Context: an optimization exercise on an open-source flow, tuned for small area. The choices shown serve that exercise and are no tape-out recipe. At most, simulation tests tie the RTL to the original design; equivalence was not proved. No functional check of the RTL was part of run 1. Power is estimated from default activity; no workload was simulated.

`flow/config.mk`:
```
export PLATFORM = sky130hd
export DESIGN_NAME = rvvi_retire_buffer
export DESIGN_NICKNAME = rvvi_retire_buffer
export VERILOG_FILES = /design/flow/design.v
export SDC_FILE = /design/flow/constraint.sdc
export NUM_CORES = 4
export LEC_CHECK = 0
export CAP_MARGIN = 20
export CORE_MARGIN = 2
export CORE_UTILIZATION = 70
export CTS_BUF_LIST = sky130_fd_sc_hd__clkbuf_4 sky130_fd_sc_hd__clkbuf_8
export PLACE_DENSITY = 0.8
export SLEW_MARGIN = 20
```
`flow/constraint.sdc`:
```
create_clock -name core_clock -period 7.0 [get_ports {clk}]
set_input_delay 1.4000 -clock core_clock [delete_from_list [all_inputs] [get_ports {clk}]]
set_output_delay 1.4000 -clock core_clock [all_outputs]
set_load 0.01 [all_outputs]
```
`flow/design.v`:
```
package rvvi_trace_pkg;
    function automatic integer rec_w(input int ilen, input int xlen);
        rec_w = 4 * xlen + ilen + 39;
    endfunction
    localparam int X_WDATA_LSB = 0;
    function automatic integer x_wb_lsb(input int xlen);
        x_wb_lsb = xlen;
    endfunction
    function automatic integer mode_lsb(input int xlen);
        mode_lsb = xlen + 32;
    endfunction
    function automatic integer halt_lsb(input int xlen);
        halt_lsb = xlen + 34;
    endfunction
    function automatic integer trap_lsb(input int xlen);
        trap_lsb = xlen + 35;
    endfunction
    function automatic integer isize_lsb(input int xlen);
        isize_lsb = xlen + 36;
    endfunction
    function automatic integer insn_lsb(input int xlen);
        insn_lsb = xlen + 39;
    endfunction
    function automatic integer pc_wdata_lsb(input int ilen, input int xlen);
        pc_wdata_lsb = xlen + 39 + ilen;
    endfunction
    function automatic integer pc_rdata_lsb(input int ilen, input int xlen);
        pc_rdata_lsb = 2 * xlen + 39 + ilen;
    endfunction
    function automatic integer order_lsb(input int ilen, input int xlen);
        order_lsb = 3 * xlen + 39 + ilen;
    endfunction
    function automatic integer hart_w(input int nhart);
        hart_w = (nhart > 1) ? $clog2(nhart) : 1;
    endfunction
endpackage
module rvvi_retire_hart_fifo
#(
    parameter int ILEN  = 32,
    parameter int XLEN  = 32,
    parameter int NRET  = 2,
    parameter int DEPTH = 8
) (
    input  logic                                                 clk,
    input  logic                                                 rst_n,
    input  logic                                                 clr_err,
    input  logic [NRET-1:0]                                      ret_valid,
    input  logic [NRET*rvvi_trace_pkg::rec_w(ILEN, XLEN)-1:0]    ret_rec,
    input  logic                                                 pop,
    input  logic                                                 rsel,
    output logic                                                 elig,
    output logic [rvvi_trace_pkg::rec_w(ILEN, XLEN)-1:0]         head,
    output logic                                                 ovf,
    output logic                                                 order_err
);
    localparam int REC_W     = rvvi_trace_pkg::rec_w(ILEN, XLEN);
    localparam int ORDER_LSB = rvvi_trace_pkg::order_lsb(ILEN, XLEN);
    localparam int PW        = $clog2(DEPTH);
    localparam int CW        = $clog2(DEPTH + 1);
    logic [REC_W-1:0] r_mem [DEPTH];
    logic [PW-1:0]    r_wr_ptr;
    logic [PW-1:0]    r_rd_ptr;
    logic [CW-1:0]    r_count;
    logic             r_synced;
    logic [XLEN-1:0]  r_last;        
    logic             r_ovf;
    logic             r_order_err;
    logic             v0, v1;
    logic [REC_W-1:0] rec0, rec1;
    logic [XLEN-1:0]  o0, o1;
    logic             w_accept;
    logic             w_drop;
    logic             w_syn;
    logic             w_gap;
    logic [PW-1:0]    w_wp1;
    logic [DEPTH-1:0] w_we;
    logic [REC_W-1:0] w_d_even, w_d_odd;
    assign v0   = ret_valid[0];
    assign v1   = ret_valid[1];
    assign rec0 = ret_rec[0 +: REC_W];
    assign rec1 = ret_rec[REC_W +: REC_W];
    assign o0   = rec0[ORDER_LSB +: XLEN];
    assign o1   = rec1[ORDER_LSB +: XLEN];
    assign w_accept = (v0 || v1) && ((v0 && v1) ? (r_count <= CW'(DEPTH - 2)) : (r_count != CW'(DEPTH)));
    assign w_drop   = (v0 || v1) && !w_accept;
    assign w_syn = r_synced && !clr_err;
    assign w_gap = w_accept && ((v0 && w_syn && (o0 != r_last + XLEN'(1))) ||
                                (v1 && (v0 ? (o1 != o0 + XLEN'(1)) : (w_syn && (o1 != r_last + XLEN'(1))))));
    assign w_wp1 = r_wr_ptr + PW'(v0);
    for (genvar i = 0; i < DEPTH; i++) begin : g_we
        assign w_we[i] = w_accept && ((v0 && r_wr_ptr == PW'(i)) || (v1 && w_wp1 == PW'(i)));
    end
    assign w_d_even = (v0 && !r_wr_ptr[0]) ? rec0 : rec1;
    assign w_d_odd  = (v0 &&  r_wr_ptr[0]) ? rec0 : rec1;
    always_ff @(posedge clk or negedge rst_n) begin
        if (!rst_n) begin
            r_wr_ptr    <= '0;
            r_rd_ptr    <= '0;
            r_count     <= '0;
            r_synced    <= 1'b0;
            r_ovf       <= 1'b0;
            r_order_err <= 1'b0;
        end else begin
            if (w_accept) begin
                r_wr_ptr <= r_wr_ptr + PW'(v0) + PW'(v1);
            end
            if (pop) begin
                r_rd_ptr <= r_rd_ptr + PW'(1);
            end
            r_count     <= r_count + (w_accept ? CW'(v0) + CW'(v1) : '0) - CW'(pop);
            r_synced    <= w_syn || w_accept;
            r_ovf       <= !clr_err && (r_ovf || w_drop);
            r_order_err <= !clr_err && (r_order_err || w_gap);
        end
    end
    always_ff @(posedge clk) begin
        if (w_accept) begin
            r_last <= v1 ? o1 : o0;
        end
    end
    for (genvar i = 0; i < DEPTH; i++) begin : g_mem
        always_ff @(posedge clk) begin
            if (w_we[i]) begin
                r_mem[i] <= ~((i % 2 == 0) ? w_d_even : w_d_odd);
            end
        end
    end
    always_comb begin
        head = '0;
        for (int i = 0; i < DEPTH; i++) begin
            head = head | ({REC_W{rsel && (r_rd_ptr == PW'(i))}} & ~r_mem[i]);
        end
    end
    assign elig      = (r_count != '0);
    assign ovf       = r_ovf;
    assign order_err = r_order_err;
endmodule
module rvvi_retire_buffer
#(
    parameter int ILEN  = 32,
    parameter int XLEN  = 32,
    parameter int NHART = 2,
    parameter int NRET  = 2,
    parameter int DEPTH = 8
) (
    input  logic                                      clk,
    input  logic                                      rst_n,
    input  logic [NHART*NRET-1:0]                     ret_valid,
    input  logic [NHART*NRET*rvvi_trace_pkg::rec_w(ILEN, XLEN)-1:0]   ret_rec,
    output logic                                      out_valid,
    input  logic                                      out_ready,
    output logic [rvvi_trace_pkg::hart_w(NHART)-1:0]                  out_hart,
    output logic [rvvi_trace_pkg::rec_w(ILEN, XLEN)-1:0]              out_rec,
    output logic [NHART-1:0]                          ovf,
    output logic [NHART-1:0]                          order_err,
    input  logic                                      clr_err
);
    localparam int REC_W = rvvi_trace_pkg::rec_w(ILEN, XLEN);
    logic [REC_W-1:0] w_head [2];
    logic [1:0]       w_elig;
    logic [1:0]       w_rsel;
    logic             w_arb;
    logic             w_sel;
    logic             r_rr;
    logic             r_hold_hart;
    logic             r_hold;
    for (genvar h = 0; h < 2; h++) begin : g_hart
        rvvi_retire_hart_fifo #(
            .ILEN  (ILEN),
            .XLEN  (XLEN),
            .NRET  (NRET),
            .DEPTH (DEPTH)
        ) u_fifo (
            .clk       (clk),
            .rst_n     (rst_n),
            .clr_err   (clr_err),
            .ret_valid (ret_valid[h*NRET +: NRET]),
            .ret_rec   (ret_rec[h*NRET*REC_W +: NRET*REC_W]),
            .pop       (w_rsel[h] && out_ready),
            .rsel      (w_rsel[h]),
            .elig      (w_elig[h]),
            .head      (w_head[h]),
            .ovf       (ovf[h]),
            .order_err (order_err[h])
        );
    end
    assign w_arb     = w_elig[1] && (r_rr || !w_elig[0]);
    assign w_sel     = r_hold ? r_hold_hart : w_arb;
    assign out_valid = |w_elig;
    assign w_rsel[0] = out_valid && !w_sel;
    assign w_rsel[1] = w_sel;
    assign out_hart  = w_sel;
    assign out_rec   = w_head[0] | w_head[1];
    always_ff @(posedge clk or negedge rst_n) begin
        if (!rst_n) begin
            r_rr        <= 1'b0;
            r_hold      <= 1'b0;
            r_hold_hart <= 1'b0;
        end else begin
            r_hold      <= out_valid && !out_ready;
            r_hold_hart <= w_sel;
            if (out_valid && out_ready) begin
                r_rr <= !w_sel;
            end
        end
    end
endmodule
```
`flow/flow/run.sh`:
```
#!/bin/bash
# Standard ORFS layout; only the port buffers use the smallest buffer cell.
set -euo pipefail
bash standard.sh "BUFFER_PORTS_ARGS=-buffer_cell sky130_fd_sc_hd__buf_1" finish > standard.log 2>&1
```
`flow/standard.sh`:
```
#!/bin/bash
# synth_recipe.tcl (not shown) runs the flow's synth.tcl, then flattens the netlist and writes it again
# the make line also repeats each setting of config.mk as NAME=value (left out here)
make -C /OpenROAD-flow-scripts/flow DESIGN_CONFIG=/design/flow/config.mk WORK_HOME=/design/flow/orfs CLKGATE_MAP_FILE= SYNTH_SCRIPT=/design/flow/synth_recipe.tcl "${@:-finish}"
```
==> flow_metrics.py, run 1 <==
metrics = {
    "run_status": {
        "outcome": "finished clean",
    },
    "clocking": {
        "clockRootBuffer": "clkbuf_8",
        "clockBufferDepth": 4,
        "clk_pin_slew_ns": 0.06,
        "cts_buffers": 491,
        "clock_sinks": 3277,
        "cts_tree": "done",
        "ctsResizeCount": 0,
        "cts_hold_buf": 0,
        "clk_latency_ns": 1.20,
        "cts_setup_buffers": 0,
        "htreeDepth": 5,
    },
    "yosys": {
        "synth_top_cell_area_share": 0.742,
        "synthesis.nets": 9470,
        "synthesis.area_sq_um": 131000,
        "synth.yosys.warnings": 4,
        "synth_ff_type": "edfxtp_1",
        "syn_avg_cell_area_sq_um": 15.3,
        "yosys-top-cells-area": "edfxtp_1 74%, mux2i_1 6.1%, o22ai_1 5.7%, nor2_1 3.1%, nor4_1 2.1%",
        "syn_inst": 8618,
        "ys_ff_latch": 3277,
        "yosys.cell_types.count": 87,
        "yosysTopAreaCell": "edfxtp_1",
        "synth_edf_count": 3248,
        "async_flop_share": 0.00885,
        "post-synth-top-count-cell": "edfxtp_1",
        "synth_top_cells_by_count": "3248 x edfxtp_1, 1200 x o22ai_1, 1070 x nor2_1, 805 x mux2i_1, 434 x nor4_1",
        "ys_seq_area_frac": 0.747,
    },
    "timing": {
        "rsz0062_at_grt": "false",
        "fmax_mhz": 147,
        "period_needed_ns": 6.81,
        "worst_slew_pin_slew_ns": 1.09,
        "setup_viol": 0,
        "slew_violations": 0,
        "relSlewSlack": 0.256,
        "finalClockSkew_ns": 0.0664,
        "finalCritPeriodShare": 0.973,
        "hold_viol_final": 0,
        "setup_ws_ns": 0.188,
        "worst_hold_slack_ns": 0.404,
    },
    "placed_design": {
        "place_ws_ns": 1.48,
        "gp_congestion": 0.990,
        "place.port_buffers": 1008,
        "dp_hpwl_um": 279000,
        "place_inst": 11800,
    },
    "detailed_routing": {
        "first_pass_iters": 7,
        "drc": 0,
        "dr.first_iter.drc_count": 15000,
        "ant_nets": 0,
        "vias": 93300,
        "wirelength_um": 454000,
        "via_per_inst": 7.31,
        "routedWlPerCell_um": 35.6,
    },
    "hold_path": {
        "hold_class": "in -> async",
    },
    "floorplanning": {
        "core_sq_um": 187000,
        "io_pins": 1009,
        "die_area_sq_um": 191000,
        "die_h_um": 437,
        "die_x_um": 437,
        "rows": 159,
        "start_util": 0.702,
    },
    "global_route": {
        "antenna_found_initial": 113,
        "globalRouteTotalUtil": 0.468,
        "overflow": 0,
        "grt_pass1_vias": 92500,
        "grt_max_degree": 105,
        "grt_pass1_wl_um": 635000,
    },
    "pwr": {
        "p_total_w": 0.0629,
        "power_density_nw_per_um2": 422,
        "worst_ir_drop_vdd_mv": 0.413,
        "p_leak_nw": 49.0,
    },
    "finish": {
        "fin_cells": 12800,
        "drive_above_1_share": 0.106,
        "syn_to_final_growth_pct": 13.5,
        "n_fill_cell": 9982,
        "nNetsFinal": 10600,
    },
    "setup_path": {
        "cp_max_fo": 39,
        "crit_type": "reg -> out",
        "critPathLaunchType": "flop",
        "r2r_slack_ns": 3.06,
        "critPathArrivalTime_ns": 5.41,
        "cp-end-kind": "output port",
        "required_ns": 5.60,
    },
    "job": {
        "cap_violations": 0,
    },
}
-- metal layers --
layer	global-route usage	part of all wire	vias up
li1	-	-	36800
met1	0.604	0.32	45100
met2	0.695	0.44	9459
met3	0.130	0.15	1914
met4	0.330	0.085	28
met5	0.00176	0.00050	-
-- worst max-delay path: stages, from the launching register on --
cell and delay (ns):
dfrtp_1 0.39, inv_1 0.11, ha_1 0.16, and3_1 0.26, nor2_1 0.07, o31ai_2 0.17, buf_4 0.26, nor2_1 0.08
buf_4 0.21, nand2_4 0.67, buf_4 0.53, o22ai_1 0.16, nor4_1 0.57, nand3_1 0.37, buf_1 0.22
-- report_power, final --
group / total, W / switching [W] / internal, W
combinational: 0.0194 / 0.0144 / 0.00496
sequential: 0.0286 / 0.00128 / 0.0273
clock: 0.0150 / 0.00725 / 0.00773
-- layout make-up --
type,count,area (sq um),area share
Clock inverter,201,1090,0.00731
Inverter,75,282,0.00189
Timing Repair Buffer,1243,7030,0.0471
Sequential cell,3277,98300,0.658
Multi-Input combinational cell,4704,31100,0.208
Clock buffer,658,8080,0.0541
Antenna cell,117,293,0.00196
Tap cell,2495,3120,0.0209
-- cell families after synthesis --
logic type                 share of synthesized area
AOI/OAI and AO/OA                             0.0686
muxes                                         0.0662
xor gates and xnor gates                      0.0163
buffers and inverters                         0.0186
adders and majority gates                    0.00484
and+or+nand+nor                               0.0780
DFF                                            0.747
-- sequential cells by signal, indices dropped and copies added, names as in the netlist --
signal,cells
g_hart.u_fifo.r_wr_ptr,6
r_rr,1
g_hart.u_fifo.r_mem,3184
g_hart.u_fifo.r_rd_ptr,6
r_hold,1
r_hold_hart,1
g_hart.u_fifo.r_ovf,2
g_hart.u_fifo.r_count,8
g_hart.u_fifo.r_synced,2
g_hart.u_fifo.r_last,64
g_hart.u_fifo.r_order_err,2
-- cell usage in the layout, fill, tap and decap left out, drive strengths merged, types with 133 or more instances in the layout --
cell type | synthesis | final
buf | 129 | 1240
clkinv | 1 | 183
nor2 | 1070 | 1070
o22ai | 1200 | 1200
edfxtp | 3248 | 3248
mux2i | 805 | 805
nand3 | 282 | 282
clkbuf | 433 | 661
xnor2 | 133 | 133
nor4 | 440 | 440
-- final timing paths --
| check | from | end | depth (start not counted) |
|---|---|---|---|
| max | g_hart[0].u_fifo.r_count[2]$_DFF_PN0_ | out_rec[193] | 14 |
| min | rst_n | g_hart[0].u_fifo.r_count[1]$_DFF_PN0_ | 1 |
| max reg2reg | g_hart[1].u_fifo.r_last[4]$_DFFE_PP_ | g_hart[1].u_fifo.r_order_err$_DFF_PN0_ | 9 |
| min reg2reg | r_rr$_DFFE_PN0P_ | r_rr$_DFFE_PN0P_ | 2 |
| max in group asynchronous | rst_n | g_hart[0].u_fifo.r_rd_ptr[2]$_DFFE_PN0P_ | 1 |
| min in group core_clock | r_rr$_DFFE_PN0P_ | r_rr$_DFFE_PN0P_ | 2 |
-- stage by stage --
step | utilization | instance area (sq um) | TNS (ns)
after floorplan | - | 132000 | -2689.29
after global routing | 0.797 | 149000 | 0
after CTS | 0.796 | 149000 | 0
final | 0.797 | 149000 | 0
after detailed placement | 0.747 | 140000 | 0
after global placement | 0.746 | 140000 | 0
==> inputs of run 2 (changes only) <==
--- a/flow/design.v
+++ b/flow/design.v
@@ -123,3 +123,3 @@
             if (w_we[i]) begin
-                r_mem[i] <= ~((i % 2 == 0) ? w_d_even : w_d_odd);
+                r_mem[i] <= (i % 2 == 0) ? w_d_even : w_d_odd;
             end
@@ -130,3 +130,3 @@
         for (int i = 0; i < DEPTH; i++) begin
-            head = head | ({REC_W{rsel && (r_rd_ptr == PW'(i))}} & ~r_mem[i]);
+            head = head | ({REC_W{rsel && (r_rd_ptr == PW'(i))}} & r_mem[i]);
         end
==> flow/run.sh (new file) <==
#!/bin/bash
# synth_recipe.tcl (not shown) runs the flow's synth.tcl, then flattens the netlist and writes it again
# the make line also repeats each setting of config.mk as NAME=value (left out here)
make -C /OpenROAD-flow-scripts/flow DESIGN_CONFIG=/design/flow/config.mk WORK_HOME=/design/flow/orfs CLKGATE_MAP_FILE= SYNTH_SCRIPT=/design/flow/synth_recipe.tcl finish
--- a/flow/config.mk
+++ b/flow/config.mk
@@ -9,5 +9,3 @@
 export CORE_MARGIN = 2
-export CORE_UTILIZATION = 70
-export CTS_BUF_LIST = sky130_fd_sc_hd__clkbuf_4 sky130_fd_sc_hd__clkbuf_8
-export PLACE_DENSITY = 0.8
+export CORE_UTILIZATION = 40
 export SLEW_MARGIN = 20
removed: flow/flow/run.sh
removed: flow/standard.sh
==> run 2 against run 1 <==
Against the previous run:
- flip-flop and latch count did not move
- total power rose by 9.1%
- first-iteration DRC count fell by 9.6%
- sequential power barely moved
- clock power rose by 19%
- sequential share of layout area fell by 4.6 points
- register-to-register slack improved by 0.05 ns
- fmax rose by 2.4%
- critical path type unchanged
- largest power group unchanged
==> flow_metrics.py, run 2 <==
metrics = {
    "run_status": {
        "outcome": "finished clean",
    },
    "setup_path": {
        "critPathLaunchType": "flop",
        "critPathArrivalTime_ns": 5.25,
        "r2r_slack_ns": 3.11,
        "cp-end-kind": "output port",
        "cp_max_fo": 32,
        "required_ns": 5.60,
        "crit_family": "simple AND/OR/NAND/NOR gates",
        "path_buf_inv": 5,
        "worstPathCellList": "inv_1 > ha_1 > and3_1 > o21ai_0 > o21ai_0 > buf_4 > nor2b_1 > and3_4 > buf_12 > buf_4 > a222oi_1 > nand4_1 > or2_2 > clkdlybuf4s50_1",
        "max_stage_delay_ns": 0.87,
        "crit_type": "reg -> out",
        "cp_slowest_cell": "and3_4",
    },
    "pwr": {
        "swShare": 0.337,
        "power_density_nw_per_um2": 428,
        "worst_ir_drop_vdd_mv": 0.280,
        "pwr-share-comb": 0.326,
        "p_leak_nw": 51.5,
        "clock_power_share": 0.261,
        "internal_power_w": 0.0456,
        "pwr-share-seq": 0.414,
        "p_sw_w": 0.0231,
    },
    "finish": {
        "largestRegisters": "g_hart.u_fifo.r_mem: 3184 flops, g_hart.u_fifo.r_last: 64 flops, g_hart.u_fifo.r_count: 8 flops",
        "top_register": "g_hart.u_fifo.r_mem",
        "final_common_cell": "edfxtp_1",
        "drive_above_1_share": 0.206,
        "fin_cells": 13600,
        "multi_input_area_sq_um": 31500,
        "largest_reg_flops": 3184,
        "final-seq-area_sq_um": 98300,
        "final_cell_mix": "3248 x edfxtp_1, 1005 x clkdlybuf4s50_1, 836 x mux2_2",
        "n_fill_cell": 27000,
        "final_area_sq_um": 160000,
        "syn_to_final_growth_pct": 21.7,
        "nNetsFinal": 9723,
        "finish.utilization": 0.490,
    },
    "job": {
        "cap_violations": 0,
    },
    "clocking": {
        "clk_pin_slew_ns": 0.06,
        "clock_sinks": 3277,
        "htreeDepth": 5,
        "clockBufferDepth": 4,
        "cts_setup_buffers": 0,
        "cts_hold_buf": 0,
        "clk_latency_ns": 0.91,
        "cts_tree": "done",
        "cts_buffers": 345,
        "clockRootBuffer": "clkbuf_16",
        "ctsResizeCount": 0,
    },
    "yosys": {
        "synth.yosys.warnings": 4,
        "synth_top_cell_area_share": 0.740,
        "synthesis.area_sq_um": 132000,
        "yosys.area_share.simple": 0.0525,
        "synth_top_cells_by_count": "3248 x edfxtp_1, 836 x mux2_2, 600 x a22oi_1, 597 x a222oi_1, 490 x clkbuf_1",
        "synthAdderAreaFrac": 0.00467,
        "synth_top_family_by_area": "compound AO/OA/AOI/OAI gates",
        "yosys.cell_types.count": 82,
        "synth_edf_count": 3248,
        "synthesis.nets": 8600,
        "yosysTopAreaCell": "edfxtp_1",
        "async_flop_share": 0.00885,
        "ys_seq_area_frac": 0.745,
        "syn_avg_cell_area_sq_um": 17.0,
        "synth_ff_type": "edfxtp_1",
        "yosys-top-cells-area": "edfxtp_1 74%, mux2_2 7.1%, a222oi_1 4.5%, a22oi_1 3.4%, clkbuf_1 1.4%",
        "syn_inst": 7748,
        "ys_ff_latch": 3277,
        "post-synth-top-count-cell": "edfxtp_1",
        "muxShareOfSynthArea": 0.0720,
        "synth_compound_area_frac": 0.0899,
        "synthXorXnorAreaFrac": 0.0176,
    },
    "floorplanning": {
        "core_sq_um": 328000,
        "die_area_sq_um": 334000,
        "die_x_um": 578,
        "die_h_um": 578,
        "start_util": 0.402,
        "io_pins": 1009,
        "rows": 210,
    },
    "timing": {
        "setup_ws_ns": 0.350,
        "finalClockSkew_ns": 0.0475,
        "finalCritPeriodShare": 0.950,
        "hold_viol_final": 0,
        "fmax_mhz": 150,
        "setup_viol": 0,
        "rsz0062_at_grt": "false",
        "slew_violations": 0,
        "fin_tns_setup_ns": 0,
        "period_needed_ns": 6.65,
        "worst_slew_pin_slew_ns": 1.18,
        "relSlewSlack": 0.215,
    },
    "global_route": {
        "grt_pass1_vias": 84800,
        "antenna_found_initial": 77,
        "overflow": 0,
        "grt_pass1_wl_um": 664000,
        "globalRouteTotalUtil": 0.282,
        "grt_max_degree": 98,
    },
    "placed_design": {
        "dp_hpwl_um": 302000,
        "place_inst": 12900,
        "place.port_buffers": 1008,
        "gp_congestion": 0.905,
        "place_area_sq_um": 149000,
        "place_ws_ns": 1.33,
    },
    "detailed_routing": {
        "via_per_inst": 6.33,
        "routedWlPerCell_um": 35.8,
        "ant_nets": 0,
        "wirelength_um": 485000,
        "first_pass_iters": 10,
        "drc": 0,
        "vias": 85900,
        "dr.first_iter.drc_count": 13600,
    },
    "hold_path": {
        "hold_class": "reg -> reg",
    },
}
==> run 2: cell count changes in the layout (fill, tap and decap cells not counted), moves of 350 or more <==
cell	previous run	this run
mux2i_1	805	8
a22oi_1	6	600
nor2_1	1059	66
mux2_2	57	836
clkbuf_16	0	350
buf_1	1005	0
o22ai_1	1200	3
a222oi_1	1	597
clkbuf_8	502	2
clkdlybuf4s50_1	0	1005
nor4_1	434	35
==> run 2: worst reg2reg max path, cell delays in order (launching register included) <==
cell and delay, ns:
edfxtp_1 0.49, nand4_1 0.45, or4_1 0.80, nor4_1 0.51
xnor2_1 0.23, nor2_1 0.08, a221o_1 0.30, nor4_1 0.42
a31oi_1 0.15, o31a_1 0.33
==> run 2: per-stage QoR <==
step	hold slack, ns	total power (W)
after global routing	0.510	0.0707
after CTS	0.482	0.0687
after detailed placement	0.464	0.0509
after floorplan	0.440	0.0391
final	0.484	0.0687
after global placement	0.458	0.0506
==> run 2: logic make-up after synthesis <==
group / Yosys count
flops: 3277
compound gates: 1399
simple gates: 1305
mux: 844
buf+inv: 612
xor+xnor: 263
fa+ha+maj: 48
==> run 2: path summary, 6_finish.rpt <==
check | from | endpoint | cells past startpoint
max in group asynchronous | rst_n | g_hart[0].u_fifo.r_rd_ptr[0]$_DFFE_PN0P_ | 1
setup / recovery | g_hart[0].u_fifo.r_count[3]$_DFF_PN0_ | out_rec[131] | 14
hold reg to reg | r_rr$_DFFE_PN0P_ | r_rr$_DFFE_PN0P_ | 2
hold / removal | r_rr$_DFFE_PN0P_ | r_rr$_DFFE_PN0P_ | 2
min in group asynchronous | rst_n | g_hart[0].u_fifo.r_order_err$_DFF_PN0_ | 1
setup reg to reg | g_hart[0].u_fifo.r_last[4]$_DFFE_PP_ | g_hart[0].u_fifo.r_order_err$_DFF_PN0_ | 9
==> run 2: layout make-up <==
type | count | share of cell area
clock buffers | 412 | 0.0562
diodes | 71 | 0.00111
multi-input cells | 3859 | 0.196
well taps | 4346 | 0.0339
inverters | 70 | 0.00164
flip-flops and latches | 3277 | 0.612
repair buffers | 1318 | 0.0862
clock inverters | 202 | 0.0124
==> run 2: power by group through the flow <==
| stage | clock network [W] | logic (W) | registers, W |
|---|---|---|---|
| final | 0.0179 | 0.0224 | 0.0284 |
| after global routing | 0.0188 | 0.0231 | 0.0287 |
| after CTS | 0.0181 | 0.0222 | 0.0284 |
| after detailed placement | 0 | 0.0221 | 0.0288 |
| after global placement | 0 | 0.0220 | 0.0286 |
| after floorplan | 0 | 0.00992 | 0.0292 |
==> run 2: metal layers <==
| layer | up-vias | wire (um) | global-route usage |
|---|---|---|---|
| met5 | - | 259 | 0 |
| met4 | 36 | 19400 | 0.114 |
| met3 | 838 | 53800 | 0.0536 |
| met2 | 5895 | 228000 | 0.454 |
| met1 | 44500 | 184000 | 0.376 |
| li1 | 34600 | - | - |
==> inputs of run 3 (changes only) <==
--- a/flow/design.v
+++ b/flow/design.v
@@ -49,4 +49,5 @@
     input  logic                                                 pop,
-    input  logic                                                 rsel,
-    output logic                                                 elig,
+    input  logic [DEPTH-1:0]                                     rd_oh,       
+    output logic [$clog2(DEPTH)-1:0]                             rd_ptr_n,    
+    output logic                                                 elig_n,      
     output logic [rvvi_trace_pkg::rec_w(ILEN, XLEN)-1:0]         head,
@@ -77,2 +78,3 @@
     logic [REC_W-1:0] w_d_even, w_d_odd;
+    logic [CW-1:0]    w_count_n;
     assign v0   = ret_valid[0];
@@ -94,2 +96,5 @@
     assign w_d_odd  = (v0 &&  r_wr_ptr[0]) ? rec0 : rec1;
+    assign w_count_n = r_count + (w_accept ? CW'(v0) + CW'(v1) : '0) - CW'(pop);
+    assign rd_ptr_n  = r_rd_ptr + PW'(pop);
+    assign elig_n    = (w_count_n != '0);
     always_ff @(posedge clk or negedge rst_n) begin
@@ -106,6 +111,4 @@
             end
-            if (pop) begin
-                r_rd_ptr <= r_rd_ptr + PW'(1);
-            end
-            r_count     <= r_count + (w_accept ? CW'(v0) + CW'(v1) : '0) - CW'(pop);
+            r_rd_ptr    <= rd_ptr_n;
+            r_count     <= w_count_n;
             r_synced    <= w_syn || w_accept;
@@ -123,3 +126,3 @@
             if (w_we[i]) begin
-                r_mem[i] <= (i % 2 == 0) ? w_d_even : w_d_odd;
+                r_mem[i] <= ~((i % 2 == 0) ? w_d_even : w_d_odd);
             end
@@ -130,6 +133,5 @@
         for (int i = 0; i < DEPTH; i++) begin
-            head = head | ({REC_W{rsel && (r_rd_ptr == PW'(i))}} & r_mem[i]);
-        end
-    end
-    assign elig      = (r_count != '0);
+            head = head | ({REC_W{rd_oh[i]}} & ~r_mem[i]);
+        end
+    end
     assign ovf       = r_ovf;
@@ -158,10 +160,16 @@
     localparam int REC_W = rvvi_trace_pkg::rec_w(ILEN, XLEN);
-    logic [REC_W-1:0] w_head [2];
-    logic [1:0]       w_elig;
-    logic [1:0]       w_rsel;
-    logic             w_arb;
-    logic             w_sel;
+    localparam int PW    = $clog2(DEPTH);
+    logic [REC_W-1:0] w_head   [2];
+    logic [PW-1:0]    w_rd_ptr_n [2];
+    logic [1:0]       w_elig_n;
+    logic [1:0]       w_pop;
+    logic             w_rr_n;
+    logic             w_hold_n;
+    logic             w_arb_n;
+    logic             w_sel_n;
+    logic             w_valid_n;
     logic             r_rr;
-    logic             r_hold_hart;
-    logic             r_hold;
+    logic             r_sel;      
+    logic             r_valid;    
+    logic [DEPTH-1:0] r_rd_oh  [2];
     for (genvar h = 0; h < 2; h++) begin : g_hart
@@ -178,5 +186,6 @@
             .ret_rec   (ret_rec[h*NRET*REC_W +: NRET*REC_W]),
-            .pop       (w_rsel[h] && out_ready),
-            .rsel      (w_rsel[h]),
-            .elig      (w_elig[h]),
+            .pop       (w_pop[h]),
+            .rd_oh     (r_rd_oh[h]),
+            .rd_ptr_n  (w_rd_ptr_n[h]),
+            .elig_n    (w_elig_n[h]),
             .head      (w_head[h]),
@@ -186,19 +195,23 @@
     end
-    assign w_arb     = w_elig[1] && (r_rr || !w_elig[0]);
-    assign w_sel     = r_hold ? r_hold_hart : w_arb;
-    assign out_valid = |w_elig;
-    assign w_rsel[0] = out_valid && !w_sel;
-    assign w_rsel[1] = w_sel;
-    assign out_hart  = w_sel;
-    assign out_rec   = w_head[0] | w_head[1];
+    assign w_pop[0] = r_valid && !r_sel && out_ready;
+    assign w_pop[1] = r_sel && out_ready;
+    assign w_hold_n  = r_valid && !out_ready;
+    assign w_rr_n    = (r_valid && out_ready) ? !r_sel : r_rr;
+    assign w_arb_n   = w_elig_n[1] && (w_rr_n || !w_elig_n[0]);
+    assign w_sel_n   = w_hold_n ? r_sel : w_arb_n;
+    assign w_valid_n = |w_elig_n;
     always_ff @(posedge clk or negedge rst_n) begin
         if (!rst_n) begin
-            r_rr        <= 1'b0;
-            r_hold      <= 1'b0;
-            r_hold_hart <= 1'b0;
+            r_rr       <= 1'b0;
+            r_sel      <= 1'b0;
+            r_valid    <= 1'b0;
+            r_rd_oh[0] <= '0;
+            r_rd_oh[1] <= '0;
         end else begin
-            r_hold      <= out_valid && !out_ready;
-            r_hold_hart <= w_sel;
-            if (out_valid && out_ready) begin
-                r_rr <= !w_sel;
+            r_rr    <= w_rr_n;
+            r_sel   <= w_sel_n;
+            r_valid <= w_valid_n;
+            for (int i = 0; i < DEPTH; i++) begin
+                r_rd_oh[0][i] <= w_valid_n && !w_sel_n && (w_rd_ptr_n[0] == PW'(i));
+                r_rd_oh[1][i] <= w_sel_n && (w_rd_ptr_n[1] == PW'(i));
             end
@@ -206,2 +219,5 @@
     end
+    assign out_valid = r_valid;
+    assign out_hart  = r_sel;
+    assign out_rec   = w_head[0] | w_head[1];
 endmodule
==> flow/flow/run.sh (new file) <==
#!/bin/bash
# Standard ORFS layout; port buffers use the smallest buffer, CTS uses small leaf clusters without dummy loads.
set -euo pipefail
bash standard.sh "BUFFER_PORTS_ARGS=-buffer_cell sky130_fd_sc_hd__buf_1" \
  "CTS_ARGS=-sink_clustering_enable -repair_clock_nets -dont_use_dummy_load -buf_list {sky130_fd_sc_hd__clkbuf_4 sky130_fd_sc_hd__clkbuf_8} -sink_clustering_size 20 -sink_clustering_max_diameter 50" \
  finish > standard.log 2>&1
==> flow/standard.sh (new file) <==
#!/bin/bash
# synth_recipe.tcl (not shown) runs the flow's synth.tcl, then flattens the netlist and writes it again
# the make line also repeats each setting of config.mk as NAME=value (left out here)
make -C /OpenROAD-flow-scripts/flow DESIGN_CONFIG=/design/flow/config.mk WORK_HOME=/design/flow/orfs CLKGATE_MAP_FILE= SYNTH_SCRIPT=/design/flow/synth_recipe.tcl "${@:-finish}"
--- a/flow/config.mk
+++ b/flow/config.mk
@@ -9,3 +9,5 @@
 export CORE_MARGIN = 2
-export CORE_UTILIZATION = 40
+export CORE_UTILIZATION = 70
+export CTS_BUF_LIST = sky130_fd_sc_hd__clkbuf_4 sky130_fd_sc_hd__clkbuf_8
+export PLACE_DENSITY = 0.8
 export SLEW_MARGIN = 20
removed: flow/run.sh
==> run 3 against run 2 <==
Against the previous run:
- register-to-register slack got worse by 0.57 ns
- worst setup slack improved by 1.3 ns
- still clean
- largest power group unchanged
- area after synthesis down 0.56%
- sequential power up 1%
- clock power fell by 53%
- count of clock-buffer cells in the layout fell by 190
- combinational power rose by 18%
- clock skew rose by 0.082 ns
- first-iteration DRC count rose by 13%
- global-route usage is 19 points higher
- flip-flop and latch count grew 16
==> flow_metrics.py, run 3 <==
metrics = {
    "yosys": {
        "ys_ff_latch": 3293,
        "synth_top_cell_area_share": 0.744,
        "yosys-top-cells-area": "edfxtp_1 74%, o22ai_1 7.6%, mux2i_1 6.2%, nor2_1 1.5%, clkbuf_1 1.1%",
        "async_flop_share": 0.0137,
        "yosysTopAreaCell": "edfxtp_1",
        "synthesis.nets": 9024,
        "syn_avg_cell_area_sq_um": 16.0,
        "synth.yosys.warnings": 7,
        "synthesis.area_sq_um": 131000,
        "synth_ff_type": "edfxtp_1",
        "synth_edf_count": 3248,
        "post-synth-top-count-cell": "edfxtp_1",
        "yosys.cell_types.count": 82,
        "ys_seq_area_frac": 0.753,
        "syn_inst": 8182,
        "synth_top_cells_by_count": "3248 x edfxtp_1, 1598 x o22ai_1, 806 x mux2i_1, 523 x nor2_1, 400 x clkbuf_1",
    },
    "pwr": {
        "worst_ir_drop_vdd_mv": 0.621,
        "swShare": 0.421,
        "p_sw_w": 0.0268,
        "power_density_nw_per_um2": 450,
        "p_leak_nw": 43.5,
        "p_total_w": 0.0638,
        "clock_power_share": 0.133,
        "pwr-share-seq": 0.451,
        "pwr-share-comb": 0.416,
        "internal_power_w": 0.0370,
    },
    "timing": {
        "setup_viol": 0,
        "fin_tns_setup_ns": 0,
        "relSlewSlack": 0.0992,
        "hold_viol_final": 0,
        "finalClockSkew_ns": 0.130,
        "slew_violations": 0,
        "worst_slew_pin_slew_ns": 1.31,
        "setup_ws_ns": 1.62,
        "fmax_mhz": 186,
        "period_needed_ns": 5.38,
        "finalCritPeriodShare": 0.769,
        "rsz0062_at_grt": "false",
    },
    "global_route": {
        "grt_pass1_vias": 88300,
        "grt_max_degree": 106,
        "antenna_found_initial": 186,
        "overflow": 0,
        "globalRouteTotalUtil": 0.470,
        "grt_pass1_wl_um": 631000,
    },
    "floorplanning": {
        "die_area_sq_um": 191000,
        "start_util": 0.705,
        "rows": 158,
        "core_sq_um": 186000,
        "die_h_um": 437,
        "io_pins": 1009,
        "die_x_um": 437,
    },
    "clocking": {
        "clk_latency_ns": 1.07,
        "ctsResizeCount": 0,
        "cts_setup_buffers": 0,
        "htreeDepth": 4,
        "clock_sinks": 3293,
        "clockRootBuffer": "clkbuf_8",
        "clk_pin_slew_ns": 0.11,
        "clockBufferDepth": 3,
        "cts_hold_buf": 0,
        "cts_tree": "done",
        "cts_buffers": 222,
    },
    "finish": {
        "drive_above_1_share": 0.0547,
        "nNetsFinal": 9858,
        "syn_to_final_growth_pct": 8.08,
        "multi_input_area_sq_um": 30200,
        "largestRegisters": "g_hart.u_fifo.r_mem: 3184 flops, g_hart.u_fifo.r_last: 64 flops, r_rd_oh: 16 flops",
        "n_fill_cell": 10700,
        "final_cell_mix": "3248 x edfxtp_1, 1598 x o22ai_1, 1005 x buf_1",
        "final_common_cell": "edfxtp_1",
        "largest_reg_flops": 3184,
        "top_register": "g_hart.u_fifo.r_mem",
        "final-seq-area_sq_um": 98700,
        "finish.utilization": 0.762,
    },
    "placed_design": {
        "place_ws_ns": 1.10,
        "dp_hpwl_um": 270000,
        "gp_congestion": 0.998,
        "place.port_buffers": 1008,
    },
    "detailed_routing": {
        "via_per_inst": 7.65,
        "vias": 89300,
        "wirelength_um": 454000,
        "routedWlPerCell_um": 38.9,
        "ant_nets": 0,
        "drc": 0,
        "first_pass_iters": 6,
        "dr.first_iter.drc_count": 15300,
    },
    "job": {
        "cap_violations": 0,
    },
    "setup_path": {
        "cp_max_fo": 83,
        "critPathArrivalTime_ns": 3.98,
        "critPathLaunchType": "flop",
        "required_ns": 5.60,
        "max_stage_delay_ns": 0.62,
        "r2r_start": "g_hart[0].u_fifo.r_count[3]$_DFF_PN0_",
        "cp_slowest_cell": "buf_4",
        "worstPathCellList": "inv_8 > buf_4 > o22ai_1 > nor2_1 > nand4_1 > buf_1",
        "cp-end-kind": "output port",
        "crit_start": "r_rd_oh[1][0]$_DFF_PN0_",
        "crit_type": "reg -> out",
    },
    "hold_path": {
        "hold_class": "in -> async",
    },
    "run_status": {
        "outcome": "finished clean",
    },
}
## run 3: cell count changes in the layout (fill, tap and decap cells not counted), moves of 450 or more
cell             change
a222oi_1           -597
o22ai_1           +1595
buf_1             +1005
mux2i_1            +794
a22oi_1            -595
mux2_2             -779
clkdlybuf4s50_1   -1005
nor2_1             +450
## run 3: final timing paths
check | slack [ns] | end | depth (start not counted)
worst max register to register | 2.54 | r_rd_oh[1][4]$_DFF_PN0_ | 25
worst min-delay path | 0.43 | g_hart[0].u_fifo.r_rd_ptr[1]$_DFF_PN0_ | 2
worst max-delay path | 1.62 | out_rec[51] | 6
min in group core_clock | 0.50 | g_hart[0].u_fifo.r_rd_ptr[2]$_DFF_PN0_ | 1
worst min register to register | 0.50 | g_hart[0].u_fifo.r_rd_ptr[2]$_DFF_PN0_ | 1
max in group asynchronous | 6.03 | g_hart[1].u_fifo.r_order_err$_DFF_PN0_ | 2
## run 3: layer usage
metal  track usage  share of wire
met2         0.699           0.44
met5             0        0.00074
met3         0.123           0.16
met4         0.340          0.087
met1         0.608           0.31
## run 3: cell families (layout without fill, tap and decap cells)
group | after synthesis | count (layout) | share of synthesized area
muxes | 863 | 863 | 0.0664
and+or+nand+nor | 1303 | 1303 | 0.0547
xor gates and xnor gates | 237 | 237 | 0.0159
other | 0 | 181 | 0
DFF | 3293 | 3293 | 0.753
AOI/OAI and AO/OA | 1819 | 1819 | 0.0880
buffers and inverters | 629 | 1461 | 0.0185
adders and majority gates | 38 | 38 | 0.00374
## run 3: layout make-up
cell class	count	share of cell area
well taps	2480	0.0219
clock buffers	222	0.0216
multi-input cells	4260	0.213
repair buffers	1165	0.0408
flip-flops and latches	3293	0.696
inverters	74	0.00281
diodes	181	0.00320
## run 3: stage by stage
| stage | hold WS [ns] | std cells | area (sq um) |
|---|---|---|---|
| after global placement | 0.467 | 11300 | 138000 |
| after global routing | 0.459 | 11600 | 142000 |
| after CTS | 0.403 | 11500 | 141000 |
| after floorplan | 0.441 | 8182 | 131000 |
| after detailed placement | 0.475 | 11300 | 138000 |
| final | 0.426 | 11700 | 142000 |
## run 3: critical path, delay by kind of cell (launching register included)
kind,cells,cell delay [ns]
and+or+nand+nor,2,0.60
buffers and inverters,3,1.50
AOI/OAI and AO/OA,1,0.17
DFF,1,0.46
## run 3: power groups by stage
| stage | logic (W) | clock network (W) | registers (W) |
|---|---|---|---|
| 2_1_floorplan | 0.0132 | 0 | 0.0292 |
| 3_3_place_gp | 0.0249 | 0 | 0.0289 |
| 3_5_place_dp | 0.0253 | 0 | 0.0291 |
| 4_1_cts | 0.0253 | 0.00831 | 0.0287 |
| 5_1_grt | 0.0267 | 0.00893 | 0.0290 |
| 6_report | 0.0265 | 0.00848 | 0.0288 |
==> inputs of run 4 (changes only) <==
==> flow/flow/run.sh (replaced) <==
#!/bin/bash
# Standard ORFS layout; port buffers use the smallest buffer, CTS uses small leaf clusters (16 sinks, 40 um) without dummy loads.
set -euo pipefail
bash standard.sh "BUFFER_PORTS_ARGS=-buffer_cell sky130_fd_sc_hd__buf_1" \
  "CTS_ARGS=-sink_clustering_enable -repair_clock_nets -dont_use_dummy_load -buf_list {sky130_fd_sc_hd__clkbuf_4 sky130_fd_sc_hd__clkbuf_8} -sink_clustering_size 16 -sink_clustering_max_diameter 40" \
  finish > standard.log 2>&1
==> run 4 against run 3 <==
Against the previous run:
- largest power group unchanged
- die area is the same
- global-route usage grew 0.46 points
- via count grew 1.2%
- area after synthesis is the same
- clock power grew 27%
- wire length grew 0.69%
- clock skew shrank 0.0067 ns
- combinational power is essentially flat
==> flow_metrics.py, run 4 <==
metrics = {
    "clocking": {
        "clockRootBuffer": "clkbuf_8",
        "cts_tree": "done",
        "clockBufferDepth": 4,
        "clock_sinks": 3293,
        "cts_hold_buf": 0,
        "htreeDepth": 5,
        "cts_setup_buffers": 0,
        "clk_pin_slew_ns": 0.06,
        "cts_buffers": 365,
        "ctsResizeCount": 0,
        "clk_latency_ns": 1.14,
    },
    "yosys": {
        "syn_inst": 8182,
        "synth.yosys.warnings": 7,
        "synthesis.nets": 9024,
        "ys_ff_latch": 3293,
        "ys_seq_area_frac": 0.753,
        "yosys.cell_types.count": 82,
        "syn_avg_cell_area_sq_um": 16.0,
        "synth_edf_count": 3248,
        "synth_top_cells_by_count": "3248 x edfxtp_1, 1598 x o22ai_1, 806 x mux2i_1, 523 x nor2_1, 400 x clkbuf_1",
        "async_flop_share": 0.0137,
        "synth_top_cell_area_share": 0.744,
        "synthesis.area_sq_um": 131000,
        "yosysTopAreaCell": "edfxtp_1",
        "synth_ff_type": "edfxtp_1",
        "yosys-top-cells-area": "edfxtp_1 74%, o22ai_1 7.6%, mux2i_1 6.2%, nor2_1 1.5%, clkbuf_1 1.1%",
        "post-synth-top-count-cell": "edfxtp_1",
    },
    "finish": {
        "top_register": "g_hart.u_fifo.r_mem",
        "syn_to_final_growth_pct": 9.56,
        "final_area_sq_um": 144000,
        "multi_input_area_sq_um": 30200,
        "finish.utilization": 0.773,
        "n_fill_cell": 10400,
        "final_common_cell": "edfxtp_1",
        "final_cell_mix": "3248 x edfxtp_1, 1598 x o22ai_1, 1005 x buf_1",
        "final-seq-area_sq_um": 98700,
        "nNetsFinal": 10000,
        "largestRegisters": "g_hart.u_fifo.r_mem: 3184 flops, g_hart.u_fifo.r_last: 64 flops, r_rd_oh: 16 flops",
        "drive_above_1_share": 0.0694,
        "largest_reg_flops": 3184,
    },
    "hold_path": {
        "hold_class": "in -> async",
    },
    "global_route": {
        "globalRouteTotalUtil": 0.475,
        "grt_pass1_wl_um": 637000,
        "antenna_found_initial": 178,
        "grt_pass1_vias": 89300,
        "grt_max_degree": 106,
        "overflow": 0,
    },
    "floorplanning": {
        "die_x_um": 437,
        "io_pins": 1009,
        "core_sq_um": 186000,
        "start_util": 0.705,
        "die_h_um": 437,
        "die_area_sq_um": 191000,
        "rows": 158,
    },
    "timing": {
        "relSlewSlack": 0.147,
        "finalCritPeriodShare": 0.764,
        "setup_viol": 0,
        "worst_hold_slack_ns": 0.435,
        "fmax_mhz": 187,
        "slew_violations": 0,
        "period_needed_ns": 5.35,
        "fin_tns_setup_ns": 0,
        "hold_viol_final": 0,
        "finalClockSkew_ns": 0.123,
        "worst_slew_pin_slew_ns": 1.28,
        "setup_ws_ns": 1.65,
        "rsz0062_at_grt": "false",
    },
    "detailed_routing": {
        "vias": 90400,
        "dr.first_iter.drc_count": 16000,
        "via_per_inst": 7.65,
        "ant_nets": 0,
        "drc": 0,
        "first_pass_iters": 9,
        "wirelength_um": 457000,
        "routedWlPerCell_um": 38.7,
    },
    "setup_path": {
        "critPathArrivalTime_ns": 3.95,
        "cp-end-kind": "output port",
        "cp_max_fo": 83,
        "required_ns": 5.60,
        "worstPathCellList": "inv_8 > buf_4 > o22ai_1 > nor2_1 > nand4_1 > buf_1",
        "critPathLaunchType": "flop",
        "crit_type": "reg -> out",
        "max_stage_delay_ns": 0.62,
        "crit_family": "buffers and inverters",
        "cp_slowest_cell": "buf_4",
        "path_buf_inv": 3,
    },
    "pwr": {
        "p_leak_nw": 44.5,
        "worst_ir_drop_vdd_mv": 0.622,
        "power_density_nw_per_um2": 461,
    },
    "run_status": {
        "outcome": "finished clean",
    },
    "placed_design": {
        "place_area_sq_um": 138000,
        "place.port_buffers": 1008,
        "place_ws_ns": 1.10,
        "gp_congestion": 0.998,
        "dp_hpwl_um": 270000,
    },
    "job": {
        "cap_violations": 0,
    },
}
## run 4: cell types whose count changed in the layout (fill, tap and decap cells not counted)
cell,change
clkbuf_8,+143
buf_4,+1
mux2i_1,+1
mux2i_2,-1
diode_2,-12
## run 4: power breakdown
part,internal [W],total (W),switching [W]
Clock,0.00463,0.0108,0.00615
Combinational,0.00673,0.0266,0.0198
Sequential,0.0274,0.0288,0.00135
Total,0.0388,0.0661,0.0273
## run 4: metal layers
metal,vias to the layer above,GRT usage,part of all wire
met5,-,0,0.00090
met4,60,0.345,0.086
met3,1806,0.124,0.16
met2,9658,0.706,0.45
met1,43800,0.613,0.31
li1,35100,-,-
## run 4: worst paths after layout
| kind | from | endpoint | slack, ns | depth (start not counted) |
|---|---|---|---|---|
| min in group core_clock | g_hart[0].u_fifo.r_rd_ptr[2]$_DFF_PN0_ | g_hart[0].u_fifo.r_rd_ptr[2]$_DFF_PN0_ | 0.48 | 1 |
| worst min register to register | g_hart[0].u_fifo.r_rd_ptr[2]$_DFF_PN0_ | g_hart[0].u_fifo.r_rd_ptr[2]$_DFF_PN0_ | 0.48 | 1 |
| worst max-delay path | r_rd_oh[1][0]$_DFF_PN0_ | out_rec[51] | 1.65 | 6 |
| worst min-delay path | rst_n | g_hart[1].u_fifo.r_rd_ptr[0]$_DFF_PN0_ | 0.44 | 2 |
| max in group asynchronous | rst_n | g_hart[0].u_fifo.r_wr_ptr[2]$_DFFE_PN0P_ | 6.07 | 2 |
| worst max register to register | g_hart[0].u_fifo.r_count[3]$_DFF_PN0_ | r_rd_oh[1][4]$_DFF_PN0_ | 2.46 | 25 |
## run 4: cells by family after synthesis
group                    share of synthesized area
AO/OA/AOI/OAI                               0.0880
XOR/XNOR                                    0.0159
adder cells (fa/ha/maj)                    0.00374
buffers and inverters                       0.0185
flip-flops                                   0.753
multiplexers                                0.0664
AND/OR/NAND/NOR                             0.0547
## run 4: area by class of cell
type	count	area share
tap	2480	0.0216
timing repair buffer	1166	0.0403
antenna	169	0.00294
multi-input combinational	4260	0.210
clock buffer	365	0.0350
inverter	74	0.00277
sequential	3293	0.687
## run 4: per-stage QoR
step	std cells	total power [W]
after floorplan	8182	0.0423
after global placement	11300	0.0538
after detailed placement	11300	0.0544
after CTS	11600	0.0647
after global routing	11800	0.0670
final	11800	0.0661
==> inputs of run 5 (changes only) <==
--- a/flow/config.mk
+++ b/flow/config.mk
@@ -7,7 +7,6 @@
 export LEC_CHECK = 0
-export CAP_MARGIN = 20
+export CAP_MARGIN = 5
 export CORE_MARGIN = 2
 export CORE_UTILIZATION = 70
-export CTS_BUF_LIST = sky130_fd_sc_hd__clkbuf_4 sky130_fd_sc_hd__clkbuf_8
 export PLACE_DENSITY = 0.8
-export SLEW_MARGIN = 20
+export SLEW_MARGIN = 5
==> run 5 against run 4 <==
Against the previous run:
- combinational power about the same
- total power about the same
- global-route usage decreased by 0.16 points
- area after synthesis unchanged
- synthesized cell count unchanged
- core utilization about the same
- critical endpoint unchanged
- via count decreased by 0.18%
- wire length increased by 0.18%
- hold slack got worse by 0.015 ns
- cell count about the same
- still clean on timing, DRC and antenna
- clock power about the same
==> flow_metrics.py, run 5 <==
metrics = {
    "yosys": {
        "synthesis.area_sq_um": 131000,
        "yosys-top-cells-area": "edfxtp_1 74%, o22ai_1 7.6%, mux2i_1 6.2%, nor2_1 1.5%, clkbuf_1 1.1%",
        "ys_seq_area_frac": 0.753,
        "syn_avg_cell_area_sq_um": 16.0,
        "yosys.cell_types.count": 82,
        "synth_top_cells_by_count": "3248 x edfxtp_1, 1598 x o22ai_1, 806 x mux2i_1, 523 x nor2_1, 400 x clkbuf_1",
        "ys_ff_latch": 3293,
        "muxShareOfSynthArea": 0.0664,
        "post-synth-top-count-cell": "edfxtp_1",
        "async_flop_share": 0.0137,
        "yosys.area_share.simple": 0.0547,
        "synth_edf_count": 3248,
        "synthXorXnorAreaFrac": 0.0159,
        "yosysTopAreaCell": "edfxtp_1",
        "synth_top_cell_area_share": 0.744,
        "synth.yosys.warnings": 7,
        "synthAdderAreaFrac": 0.00374,
        "synth_ff_type": "edfxtp_1",
        "synthesis.nets": 9024,
        "synth_compound_area_frac": 0.0880,
        "synth_top_family_by_area": "compound AO/OA/AOI/OAI gates",
        "syn_inst": 8182,
    },
    "run_status": {
        "outcome": "finished clean",
    },
    "clocking": {
        "clk_latency_ns": 1.16,
        "cts_buffers": 365,
        "clock_sinks": 3293,
        "ctsResizeCount": 0,
        "clockBufferDepth": 4,
        "htreeDepth": 5,
        "clockRootBuffer": "clkbuf_8",
        "cts_hold_buf": 0,
        "clk_pin_slew_ns": 0.06,
        "cts_setup_buffers": 0,
        "cts_tree": "done",
    },
    "setup_path": {
        "critPathLaunchType": "flop",
        "cp_max_fo": 83,
        "cp.depth": 6,
        "r2r_start": "g_hart[0].u_fifo.r_count[3]$_DFF_PN0_",
        "cp-end-kind": "output port",
        "crit_end": "out_rec[51]",
        "worstPathCellList": "inv_8 > buf_4 > o22ai_1 > nor2_1 > nand4_1 > buf_1",
        "crit_type": "reg -> out",
        "cp_slowest_cell": "inv_8",
        "crit_family": "buffers and inverters",
        "worstRegToRegCells": 25,
        "required_ns": 5.60,
        "crit_start": "r_rd_oh[1][0]$_DFF_PN0_",
        "path_buf_inv": 3,
        "r2r_slack_ns": 2.47,
        "r2r_end": "r_rd_oh[1][4]$_DFF_PN0_",
        "max_stage_delay_ns": 0.62,
        "critPathArrivalTime_ns": 4.02,
    },
    "floorplanning": {
        "die_h_um": 437,
        "io_pins": 1009,
        "rows": 158,
        "die_area_sq_um": 191000,
        "core_sq_um": 186000,
        "start_util": 0.705,
        "die_x_um": 437,
    },
    "timing": {
        "setup_viol": 0,
        "finalCritPeriodShare": 0.775,
        "relSlewSlack": 0.0518,
        "worst_slew_pin_slew_ns": 1.38,
        "period_needed_ns": 5.42,
        "fmax_mhz": 184,
        "fin_tns_setup_ns": 0,
        "slew_violations": 0,
        "rsz0062_at_grt": "false",
        "hold_viol_final": 0,
        "finalClockSkew_ns": 0.124,
    },
    "finish": {
        "largest_reg_flops": 3184,
        "final_area_sq_um": 144000,
        "syn_to_final_growth_pct": 9.56,
        "final_common_cell": "edfxtp_1",
        "drive_above_1_share": 0.0690,
        "nNetsFinal": 10000,
        "top_register": "g_hart.u_fifo.r_mem",
        "largestRegisters": "g_hart.u_fifo.r_mem: 3184 flops, g_hart.u_fifo.r_last: 64 flops, r_rd_oh: 16 flops",
        "final_cell_mix": "3248 x edfxtp_1, 1598 x o22ai_1, 1005 x buf_1",
    },
    "placed_design": {
        "place.port_buffers": 1008,
        "dp_hpwl_um": 270000,
        "place_area_sq_um": 138000,
        "gp_congestion": 0.998,
    },
    "global_route": {
        "grt_max_degree": 106,
        "overflow": 0,
        "antenna_found_initial": 170,
        "grt_pass1_wl_um": 635000,
        "grt_pass1_vias": 89000,
        "globalRouteTotalUtil": 0.473,
    },
    "detailed_routing": {
        "wirelength_um": 458000,
        "vias": 90200,
        "ant_nets": 0,
        "first_pass_iters": 6,
        "dr.first_iter.drc_count": 15700,
        "routedWlPerCell_um": 38.7,
        "drc": 0,
        "via_per_inst": 7.63,
    },
    "hold_path": {
        "hold_class": "in -> async",
    },
    "pwr": {
        "worst_ir_drop_vdd_mv": 0.661,
        "p_leak_nw": 44.5,
        "power_density_nw_per_um2": 461,
    },
    "job": {
        "cap_violations": 0,
    },
}
[run 5: cell counts after synthesis]
No cell type changed its count.
[run 5: worst min path at each step]
| stage | start | endpoint | slack, ns |
|---|---|---|---|
| detailed placement | g_hart[0].u_fifo.r_rd_ptr[2]$_DFF_PN0_ | g_hart[0].u_fifo.r_rd_ptr[2]$_DFF_PN0_ | 0.47 |
| CTS | rst_n | g_hart[1].u_fifo.r_rd_ptr[0]$_DFF_PN0_ | 0.38 |
| floorplan | g_hart[0].u_fifo.r_rd_ptr[2]$_DFF_PN0_ | g_hart[0].u_fifo.r_rd_ptr[2]$_DFF_PN0_ | 0.44 |
| global route | rst_n | r_rd_oh[0][6]$_DFF_PN0_ | 0.44 |
| finish | rst_n | r_rd_oh[1][2]$_DFF_PN0_ | 0.42 |
| global placement | g_hart[0].u_fifo.r_rd_ptr[2]$_DFF_PN0_ | g_hart[0].u_fifo.r_rd_ptr[2]$_DFF_PN0_ | 0.47 |
[run 5: cells by family after synthesis]
family / Yosys count
flops: 3293
simple gates: 1303
xor+xnor: 237
fa+ha+maj: 38
mux: 863
buf+inv: 629
compound gates: 1819
[run 5: stage by stage]
step / hold slack (ns) / instances / power [W] / setup slack, ns / util
final: 0.420 / 11800 / 0.0661 / 1.58 / 0.773
after global routing: 0.441 / 11800 / 0.0670 / 1.65 / 0.772
after CTS: 0.384 / 11600 / 0.0647 / 1.72 / 0.770
after detailed placement: 0.466 / 11300 / 0.0544 / 1.11 / 0.743
after global placement: 0.467 / 11300 / 0.0538 / 1.15 / 0.743
after floorplan: 0.441 / 8182 / 0.0423 / -1.13 / -
[run 5: final cells by class]
| cell class | count | area [sq um] |
|---|---|---|
| Antenna cell | 179 | 448 |
| Clock buffer | 365 | 5020 |
| Fill cell | 10400 | 42200 |
| Inverter | 74 | 398 |
| Multi-Input combinational cell | 4260 | 30200 |
| Sequential cell | 3293 | 98700 |
| Tap cell | 2480 | 3100 |
| Timing Repair Buffer | 1165 | 5780 |
[run 5: layer usage]
layer	vias to the layer above	track usage	part of all wire
li1	35100	-	-
met1	43600	0.610	0.31
met2	9690	0.706	0.44
met3	1830	0.124	0.16
met4	38	0.341	0.088
met5	-	0	0.00061
[run 5: report_power, final]
part	total, W	internal [W]	switching (W)
sequential	0.0288	0.0274	0.00134
combinational	0.0266	0.00672	0.0199
clock	0.0108	0.00462	0.00614
==> inputs of run 6 (changes only) <==
--- a/flow/design.v
+++ b/flow/design.v
@@ -78,2 +78,3 @@
     logic [REC_W-1:0] w_d_even, w_d_odd;
+    logic             w_s0_even, w_s1_even, w_s0_odd, w_s1_odd;
     logic [CW-1:0]    w_count_n;
@@ -94,4 +95,8 @@
     end
-    assign w_d_even = (v0 && !r_wr_ptr[0]) ? rec0 : rec1;
-    assign w_d_odd  = (v0 &&  r_wr_ptr[0]) ? rec0 : rec1;
+    assign w_s0_even = v0 && !r_wr_ptr[0];
+    assign w_s1_even = v1 && (v0 ? r_wr_ptr[0] : !r_wr_ptr[0]);
+    assign w_s0_odd  = v0 && r_wr_ptr[0];
+    assign w_s1_odd  = v1 && (v0 ? !r_wr_ptr[0] : r_wr_ptr[0]);
+    assign w_d_even  = ({REC_W{w_s0_even}} & rec0) | ({REC_W{w_s1_even}} & rec1);
+    assign w_d_odd   = ({REC_W{w_s0_odd}}  & rec0) | ({REC_W{w_s1_odd}}  & rec1);
     assign w_count_n = r_count + (w_accept ? CW'(v0) + CW'(v1) : '0) - CW'(pop);
==> flow/flow/run.sh (replaced) <==
#!/bin/bash
# Standard ORFS layout; port buffers use the smallest buffer, CTS uses small leaf clusters (16 sinks, 55 um) without dummy loads.
set -euo pipefail
bash standard.sh "BUFFER_PORTS_ARGS=-buffer_cell sky130_fd_sc_hd__buf_1" \
  "CTS_ARGS=-sink_clustering_enable -repair_clock_nets -dont_use_dummy_load -buf_list {sky130_fd_sc_hd__clkbuf_4 sky130_fd_sc_hd__clkbuf_8} -sink_clustering_size 16 -sink_clustering_max_diameter 55" \
  finish > standard.log 2>&1
--- a/flow/config.mk
+++ b/flow/config.mk
@@ -7,6 +7,7 @@
 export LEC_CHECK = 0
-export CAP_MARGIN = 5
+export CAP_MARGIN = 20
 export CORE_MARGIN = 2
 export CORE_UTILIZATION = 70
+export CTS_BUF_LIST = sky130_fd_sc_hd__clkbuf_4 sky130_fd_sc_hd__clkbuf_8
 export PLACE_DENSITY = 0.8
-export SLEW_MARGIN = 5
+export SLEW_MARGIN = 20
==> run 6 against run 5 <==
Against the previous run:
- worst setup slack worse by 0.087 ns
- sequential share of layout area grew 1.8 points
- total power down 1.7%
- wire length grew 2.2%
- sequential power is essentially flat
- combinational power grew 2%
- flip-flop and latch count unchanged
- register-to-register slack worse by 0.22 ns
- clock power down 19%
- global-route usage is 2.0 points higher
- fmax shrank 1.6%
- cell count shrank 1.5%
- largest power group unchanged
==> flow_metrics.py, run 6 <==
metrics = {
    "run_status": {
        "outcome": "finished clean",
    },
    "yosys": {
        "synth_top_cell_area_share": 0.755,
        "ys_seq_area_frac": 0.764,
        "post-synth-top-count-cell": "edfxtp_1",
        "yosys.area_share.simple": 0.0544,
        "syn_avg_cell_area_sq_um": 15.7,
        "synth_edf_count": 3248,
        "synth_compound_area_frac": 0.135,
        "synthAdderAreaFrac": 0.00380,
        "synthesis.area_sq_um": 129000,
        "async_flop_share": 0.0137,
        "synthesis.nets": 9062,
        "synth_top_cells_by_count": "3248 x edfxtp_1, 1599 x o22ai_1, 802 x a22oi_1, 510 x nor2_1, 495 x clkbuf_1",
        "synth.yosys.warnings": 7,
        "muxShareOfSynthArea": 0.00549,
        "yosys-top-cells-area": "edfxtp_1 76%, o22ai_1 7.7%, a22oi_1 4.7%, nor2_1 1.5%, clkbuf_1 1.4%",
        "synthXorXnorAreaFrac": 0.0164,
        "ys_ff_latch": 3293,
        "yosys.cell_types.count": 75,
        "syn_inst": 8220,
        "yosysTopAreaCell": "edfxtp_1",
        "synth_top_family_by_area": "compound AO/OA/AOI/OAI gates",
        "synth_ff_type": "edfxtp_1",
    },
    "floorplanning": {
        "core_sq_um": 183000,
        "die_h_um": 433,
        "start_util": 0.705,
        "rows": 157,
        "io_pins": 1009,
        "die_x_um": 433,
        "die_area_sq_um": 188000,
    },
    "placed_design": {
        "gp_congestion": 0.982,
        "place_area_sq_um": 136000,
        "place.port_buffers": 1008,
        "place_ws_ns": 1.02,
        "dp_hpwl_um": 272000,
    },
    "setup_path": {
        "r2r_start": "g_hart[0].u_fifo.r_count[3]$_DFF_PN0_",
        "cp_slowest_cell": "buf_4",
        "required_ns": 5.60,
        "cp-end-kind": "output port",
        "cp_max_fo": 77,
        "critPathArrivalTime_ns": 4.11,
        "r2r_slack_ns": 2.25,
        "r2r_end": "r_rd_oh[1][5]$_DFF_PN0_",
        "worstPathCellList": "inv_8 > buf_4 > o22ai_1 > nor2_1 > nand4_1 > buf_1",
        "critPathLaunchType": "flop",
        "crit_type": "reg -> out",
        "worstRegToRegCells": 19,
        "max_stage_delay_ns": 0.79,
    },
    "clocking": {
        "htreeDepth": 4,
        "cts_buffers": 235,
        "cts_hold_buf": 0,
        "cts_setup_buffers": 0,
        "clock_sinks": 3293,
        "clk_pin_slew_ns": 0.10,
        "ctsResizeCount": 0,
        "cts_tree": "done",
        "clockBufferDepth": 3,
        "clockRootBuffer": "clkbuf_8",
        "clk_latency_ns": 1.08,
    },
    "pwr": {
        "worst_ir_drop_vdd_mv": 0.389,
        "swShare": 0.429,
        "pwr-share-comb": 0.418,
        "power_density_nw_per_um2": 465,
        "p_sw_w": 0.0279,
        "p_leak_nw": 40.9,
        "clock_power_share": 0.134,
        "internal_power_w": 0.0372,
        "pwr-share-seq": 0.447,
    },
    "global_route": {
        "overflow": 0,
        "globalRouteTotalUtil": 0.493,
        "grt_pass1_wl_um": 647000,
        "antenna_found_initial": 159,
        "grt_max_degree": 116,
        "grt_pass1_vias": 90900,
    },
    "detailed_routing": {
        "vias": 93300,
        "first_pass_iters": 9,
        "routedWlPerCell_um": 40.2,
        "drc": 0,
        "ant_nets": 0,
        "wirelength_um": 468000,
        "dr.first_iter.drc_count": 18600,
        "via_per_inst": 8.02,
    },
    "timing": {
        "relSlewSlack": 0.0633,
        "fmax_mhz": 181,
        "setup_ws_ns": 1.49,
        "setup_viol": 0,
        "worst_hold_slack_ns": 0.465,
        "period_needed_ns": 5.51,
        "hold_viol_final": 0,
        "slew_violations": 0,
        "finalCritPeriodShare": 0.787,
        "fin_tns_setup_ns": 0,
        "rsz0062_at_grt": "false",
        "finalClockSkew_ns": 0.107,
        "worst_slew_pin_slew_ns": 1.41,
    },
    "finish": {
        "nNetsFinal": 9867,
        "largest_reg_flops": 3184,
        "top_register": "g_hart.u_fifo.r_mem",
        "syn_to_final_growth_pct": 8.35,
        "n_fill_cell": 10500,
        "largestRegisters": "g_hart.u_fifo.r_mem: 3184 flops, g_hart.u_fifo.r_last: 64 flops, r_rd_oh: 16 flops",
        "final_common_cell": "edfxtp_1",
        "final_area_sq_um": 140000,
        "final_cell_mix": "3248 x edfxtp_1, 1599 x o22ai_1, 1005 x buf_1",
        "drive_above_1_share": 0.0596,
    },
    "hold_path": {
        "hold_class": "in -> async",
    },
    "job": {
        "cap_violations": 0,
    },
}
## run 6: cell families (layout without fill, tap and decap cells)
| kind of cell | after synthesis | in the layout |
|---|---|---|
| multiplexers | 64 | 64 |
| AO/OA/AOI/OAI | 2614 | 2614 |
| buffers and inverters | 706 | 1509 |
| XOR/XNOR | 242 | 242 |
| flip-flops | 3293 | 3293 |
| adder cells (fa/ha/maj) | 38 | 38 |
| other | 0 | 150 |
| AND/OR/NAND/NOR | 1263 | 1263 |
## run 6: routing by layer
metal	vias to the layer above	track usage	part of all wire
met3	2195	0.165	0.18
met4	66	0.362	0.087
met5	-	0.00416	0.00091
met2	11100	0.709	0.43
li1	35400	-	-
met1	44500	0.630	0.30
## run 6: how the worst max path moves through the flow
| stage | start | endpoint | slack [ns] | cells after the start |
|---|---|---|---|---|
| floorplan | ret_valid[3] | g_hart[1].u_fifo.r_mem[0][0]$_DFFE_PP_ | -1.13 | 7 |
| global placement | ret_valid[0] | r_rd_oh[0][3]$_DFF_PN0_ | 1.0 | 18 |
| detailed placement | ret_valid[0] | r_rd_oh[1][5]$_DFF_PN0_ | 1.02 | 18 |
| CTS | r_rd_oh[1][7]$_DFF_PN0_ | out_rec[195] | 1.70 | 6 |
| global route | r_rd_oh[1][7]$_DFF_PN0_ | out_rec[195] | 1.57 | 6 |
| finish | r_rd_oh[1][2]$_DFF_PN0_ | out_rec[125] | 1.49 | 6 |
## run 6: power groups by stage
stage                     Clock, W  Combinational, W  Sequential (W)
final                      0.00873            0.0272          0.0291
after global routing       0.00917            0.0271          0.0294
after CTS                  0.00854            0.0256          0.0290
after detailed placement         0            0.0255          0.0295
after global placement           0            0.0251          0.0293
after floorplan                  0            0.0129          0.0297
## run 6: critical path: cells and delay by family (launching register included)
family / cells / cell delay, ns
buffers and inverters: 3 / 1.58
DFF: 1 / 0.44
AOI/OAI and AO/OA: 1 / 0.14
and+or+nand+nor: 2 / 0.64
## run 6: stage by stage
step	util	power, W	std cells
floorplan	-	0.0426	8220
global placement	0.744	0.0544	11200
detailed placement	0.744	0.0550	11200
CTS	0.762	0.0631	11500
global route	0.763	0.0656	11600
finish	0.764	0.0650	11600
## run 6: cell type report
cell class | instances | area (sq um) | share of cell area
tap | 2464 | 3080 | 0.0220
sequential | 3293 | 98700 | 0.705
clock buffer | 235 | 3230 | 0.0231
multi-input combinational | 4221 | 28000 | 0.200
antenna | 150 | 375 | 0.00268
inverter | 79 | 417 | 0.00298
timing repair buffer | 1195 | 6120 | 0.0437

## static timing again, ports no longer ideal
In the flow no input, the clock included, has a driving cell. The finished layouts below were timed again as built, in two steps. Step 1 (the two cells are an assumption about what drives the block):
set clk [get_ports {clk}]
set_driving_cell -lib_cell sky130_fd_sc_hd__clkbuf_16 $clk
set_driving_cell -lib_cell sky130_fd_sc_hd__buf_2 [delete_from_list [all_inputs] $clk]
Step 2 also shifts input and output timing later by t, the mid clock arrival at the registers, as if the neighbouring blocks saw the same clock. Three values: ideal, step 1, step 2; two values: the first two.
run | shift t [ns] | setup slack, ns | worst setup path after step 2 | worst register clock-pin slew, ns | worst data-port slew with drivers (ns)
run 1 | 1.246 | 0.188 / 0.095 / 1.340 | register to output | 0.07 / 0.07 | 0.33
run 2 | 1.002 | 0.350 / 0.250 / 1.252 | register to output | 0.07 / 0.07 | 0.26
run 3 | 1.097 | 1.620 / 1.526 / 1.115 | input to register | 0.12 / 0.12 | 0.26
run 4 | 1.180 | 1.654 / 1.555 / 1.011 | input to register | 0.10 / 0.10 | 0.31
run 5 | 1.193 | 1.577 / 1.479 / 1.025 | input to register | 0.10 / 0.10 | 0.35
run 6 | 1.120 | 1.489 / 1.395 / 0.951 | input to register | 0.11 / 0.11 | 0.44
After both steps every run listed still meets setup and hold. For run 4, which loses most, drivers alone change the setup slack by -0.099 ns; drivers and shift together by -0.643 ns.
